Context: an optimization exercise on an open-source flow, tuned for small area and a short achievable clock period. The choices shown serve that exercise and are no tape-out recipe. The RTL was checked by simulation tests, not by an equivalence proof against the original design.

Setup of build 81:
// fm_receiver
module fm_receiver #(
  parameter int FRAME_LEN = 16
) (
  input  logic        ap_clk,
  input  logic        ap_rst_n,
  input  logic        ap_start,
  output logic        ap_done,
  output logic        ap_idle,
  output logic        ap_ready,
  input  logic [31:0] iq_in_V_TDATA,
  input  logic        iq_in_V_TVALID,
  output logic        iq_in_V_TREADY,
  output logic [31:0] audio_out_V_TDATA,
  output logic        audio_out_V_TVALID,
  input  logic        audio_out_V_TREADY,
  output logic [3:0]  led_out_V,
  input  logic [5:0]  s_axi_API_AWADDR,
  input  logic        s_axi_API_AWVALID,
  output logic        s_axi_API_AWREADY,
  input  logic [31:0] s_axi_API_WDATA,
  input  logic        s_axi_API_WVALID,
  output logic        s_axi_API_WREADY,
  output logic [1:0]  s_axi_API_BRESP,
  output logic        s_axi_API_BVALID,
  input  logic        s_axi_API_BREADY,
  input  logic [5:0]  s_axi_API_ARADDR,
  ...
clock: 11.0 ns
lec_check: 0
cap_margin: 20
core_margin: 2
core_utilization: 60
gpl_timing_driven: 0
place_density: 0.72
setup_slack_margin: 5
slew_margin: 20
synth_hierarchical: 1
standard.sh (not shown) runs the stock make flow with config.mk's settings and CLKGATE_MAP_FILE= SYNTH_SCRIPT=/design/flow/synth_recipe.tcl, a recipe that flattens the netlist after the stock synthesis.
==> flow/flow/run.sh <==
#!/bin/bash
# The standard layout, with the ports buffered by plain buffers instead of the delay cells
# buffer_ports picks by default.
set -euo pipefail
bash standard.sh BUFFER_PORTS_ARGS="-buffer_cell sky130_fd_sc_hd__buf_2" finish > flow_standard.log 2>&1
Build 81 closes out successfully: all stages finished, all timing, DRC and antenna checks passed.
What build 46 does differently from build 81 at the input level:
--- a/flow/config.mk
+++ b/flow/config.mk
@@ -10,3 +10,4 @@
 export CORE_UTILIZATION = 60
-export GPL_TIMING_DRIVEN = 0
+export CTS_CLUSTER_DIAMETER = 150
+export CTS_CLUSTER_SIZE = 40
 export PLACE_DENSITY = 0.72
Notes after the runs:
[compare] base=build 81 new=build 46: slack of the worst reg-to-reg path shows an increase of 0.46 ns; final critical-path required period shows a reduction of 0.060 ns. The post-placement setup slack in build 46 was higher than what build 81 gave. | via count | build 46 vs build 81 | better |. Between build 81 and build 46, overall routed net length is lower for build 46, build 81 comes in above that. Final routed wire length divided by cell count: lower on build 46. Build 81 has higher critical path's largest stage delay than build 46.
Input-level comparison between build 21 and build 46:
--- a/flow/config.mk
+++ b/flow/config.mk
@@ -9,6 +9,4 @@
 export CORE_MARGIN = 2
-export CORE_UTILIZATION = 60
-export CTS_CLUSTER_DIAMETER = 150
-export CTS_CLUSTER_SIZE = 40
-export PLACE_DENSITY = 0.72
+export CORE_UTILIZATION = 70
+export PLACE_DENSITY = 0.82
 export SETUP_SLACK_MARGIN = 5
Notes after the runs:
- Build 21 was carried through to the last stage, and its layout satisfied the timing, DRC and antenna checks.
- Build 21 has less setup slack than build 46.
- There was hardly any difference in share of flip-flops with an asynchronous set or reset after synthesis between build 21 and build 46.
- In the metrics for build 21 and build 46, the one carrying the higher maximum frequency is build 46.
- Compared build 46 against build 21.
- Flip-flop and latch count after synthesis: build 46 vs build 21, no meaningful difference
- The initial core utilization of build 21 is higher than that of build 46.

* * *

Starting RTL as in the previous note.
Settings: LEC_CHECK=0, CAP_MARGIN=20, CORE_MARGIN=2, CORE_UTILIZATION=40, SETUP_SLACK_MARGIN=4.5, SLEW_MARGIN=20, SYNTH_HIERARCHICAL=1; clock period 11.0 ns.
Scripts as last shown in full above: flow/flow/run.sh
The starting point produced a clean layout.
==> next run, changes <==
CORE_UTILIZATION = 60   (was 40)
PLACE_DENSITY = 0.72   (was not set)
SETUP_SLACK_MARGIN = 5   (was 4.5)
Cell area went up slightly.
Global-route usage climbs by 11 points.
Area after synthesis is unchanged.
Wire length drops by a few percent.
Core utilization rose by 23 points.
Non-clock buffer count came out higher by 31.
Via count grows slightly.
==> next run, changes <==
CORE_UTILIZATION = 55   (was 60)
PLACE_DENSITY = 0.6   (was 0.72)
Sequential share of layout area barely changes.
Wire length grows by a few percent.
Fmax came out lower slightly.
Die area goes up by a little under a tenth.
==> next run, changes <==
CORE_UTILIZATION = 40   (was 55)
PLACE_DENSITY = not set   (was 0.6)
Global-route usage went down by 8.8 points.
Register-to-register slack improves by 0.02 ns.
Final area climbs slightly.
Cell count grows by a few percent.
Worst setup slack improves by 0.015 ns.
Count of clock-buffer cells in the layout is unchanged.
Clock skew is about the same.

* * *

fm_receiver again, from the RTL that the note above started with.
Design fm_receiver, start of the top module:
module fm_receiver #(
  parameter int FRAME_LEN = 16
) (
  input  logic        ap_clk,
  input  logic        ap_rst_n,
  input  logic        ap_start,
  output logic        ap_done,
  output logic        ap_idle,
  output logic        ap_ready,
  input  logic [31:0] iq_in_V_TDATA,
  input  logic        iq_in_V_TVALID,
  output logic        iq_in_V_TREADY,
  output logic [31:0] audio_out_V_TDATA,
  output logic        audio_out_V_TVALID,
  input  logic        audio_out_V_TREADY,
  output logic [3:0]  led_out_V,
  input  logic [5:0]  s_axi_API_AWADDR,
  input  logic        s_axi_API_AWVALID,
  output logic        s_axi_API_AWREADY,
  input  logic [31:0] s_axi_API_WDATA,
  input  logic        s_axi_API_WVALID,
  output logic        s_axi_API_WREADY,
  output logic [1:0]  s_axi_API_BRESP,
  output logic        s_axi_API_BVALID,
  input  logic        s_axi_API_BREADY,
  input  logic [5:0]  s_axi_API_ARADDR,
  input  logic        s_axi_API_ARVALID,
  output logic        s_axi_API_ARREADY,
  output logic [31:0] s_axi_API_RDATA,
  output logic [1:0]  s_axi_API_RRESP,
  output logic        s_axi_API_RVALID,
  input  logic        s_axi_API_RREADY
);
Settings: LEC_CHECK=0, CAP_MARGIN=20, CORE_MARGIN=2, CORE_UTILIZATION=60, PLACE_DENSITY=0.72, SETUP_SLACK_MARGIN=5, SLEW_MARGIN=20, SYNTH_HIERARCHICAL=1; clock period 11.0 ns.
==> flow/flow/run.sh <==
#!/bin/bash
# The standard layout, with the ports buffered by plain buffers instead of the delay cells
# buffer_ports picks by default.
set -euo pipefail
bash standard.sh BUFFER_PORTS_ARGS="-buffer_cell sky130_fd_sc_hd__buf_1" finish > flow_standard.log 2>&1
The starting point completed with no timing, DRC or antenna violations.
Then changed:
==> flow/flow/run.sh (replaced) <==
#!/bin/bash
# The standard layout, with the ports buffered by plain buffers instead of the delay cells
# buffer_ports picks by default.
set -euo pipefail
bash standard.sh BUFFER_PORTS_ARGS="-buffer_cell sky130_fd_sc_hd__buf_2" finish > flow_standard.log 2>&1
CAP_MARGIN = 5   (was 20)
SLEW_MARGIN = 5   (was 20)
Result: Critical path depth came out lower by 1; worst setup slack gets worse by 0.0041 ns; register-to-register slack improved by 0.49 ns; clock skew rises by 0.0065 ns; area after synthesis stays the same; non-clock buffer count drops by 11; wire length stays flat; cell count decreases by 0.37%.

[what the ideal ports hide]
No port has a modelled driver above. Below, the same layouts with a new extraction and two added sets of constraints. Step 1 assumes that a clkbuf_16 drives the clock port and a buf_2 every other input. Step 2 also shifts input and output timing later by t, the mid clock arrival at the registers, as if the neighbouring blocks saw the same clock. a / b / c = no drivers / after step 1 / after step 2; a / b = the first two.
run | shift t [ns] | setup WS [ns] | clock arrival spread, ns | worst slew at a driven data input, ns
build 81 | 0.512 | 5.024 / 5.061 / 4.548 | 0.031 / 0.031 | 0.07
build 46 | 0.512 | 5.083 / 5.109 / 4.608 | 0.022 / 0.022 | 0.08
build 21 | 0.494 | 5.047 / 5.054 / 4.585 | 0.029 / 0.029 | 0.07
the first run of note 2 | 0.528 | 4.676 / 4.622 / 4.511 | 0.021 / 0.020 | 0.04
the second run of note 2 | 0.512 | 5.083 / 5.109 / 4.608 | 0.022 / 0.022 | 0.08
the third run of note 2 | 0.522 | 5.023 / 5.056 / 4.533 | 0.024 / 0.023 | 0.07
the fourth run of note 2 | 0.526 | 5.038 / 5.067 / 4.545 | 0.022 / 0.022 | 0.04
the first run of note 3 | 0.505 | 5.059 / 5.088 / 4.583 | 0.018 / 0.018 | 0.07
the second run of note 3 | 0.508 | 5.055 / 5.090 / 4.582 | 0.024 / 0.024 | 0.08
After both steps setup and hold are still met in every run listed. For the fourth run of note 2, which loses most, drivers alone change the setup slack by +0.029 ns; drivers and shift together by -0.493 ns.
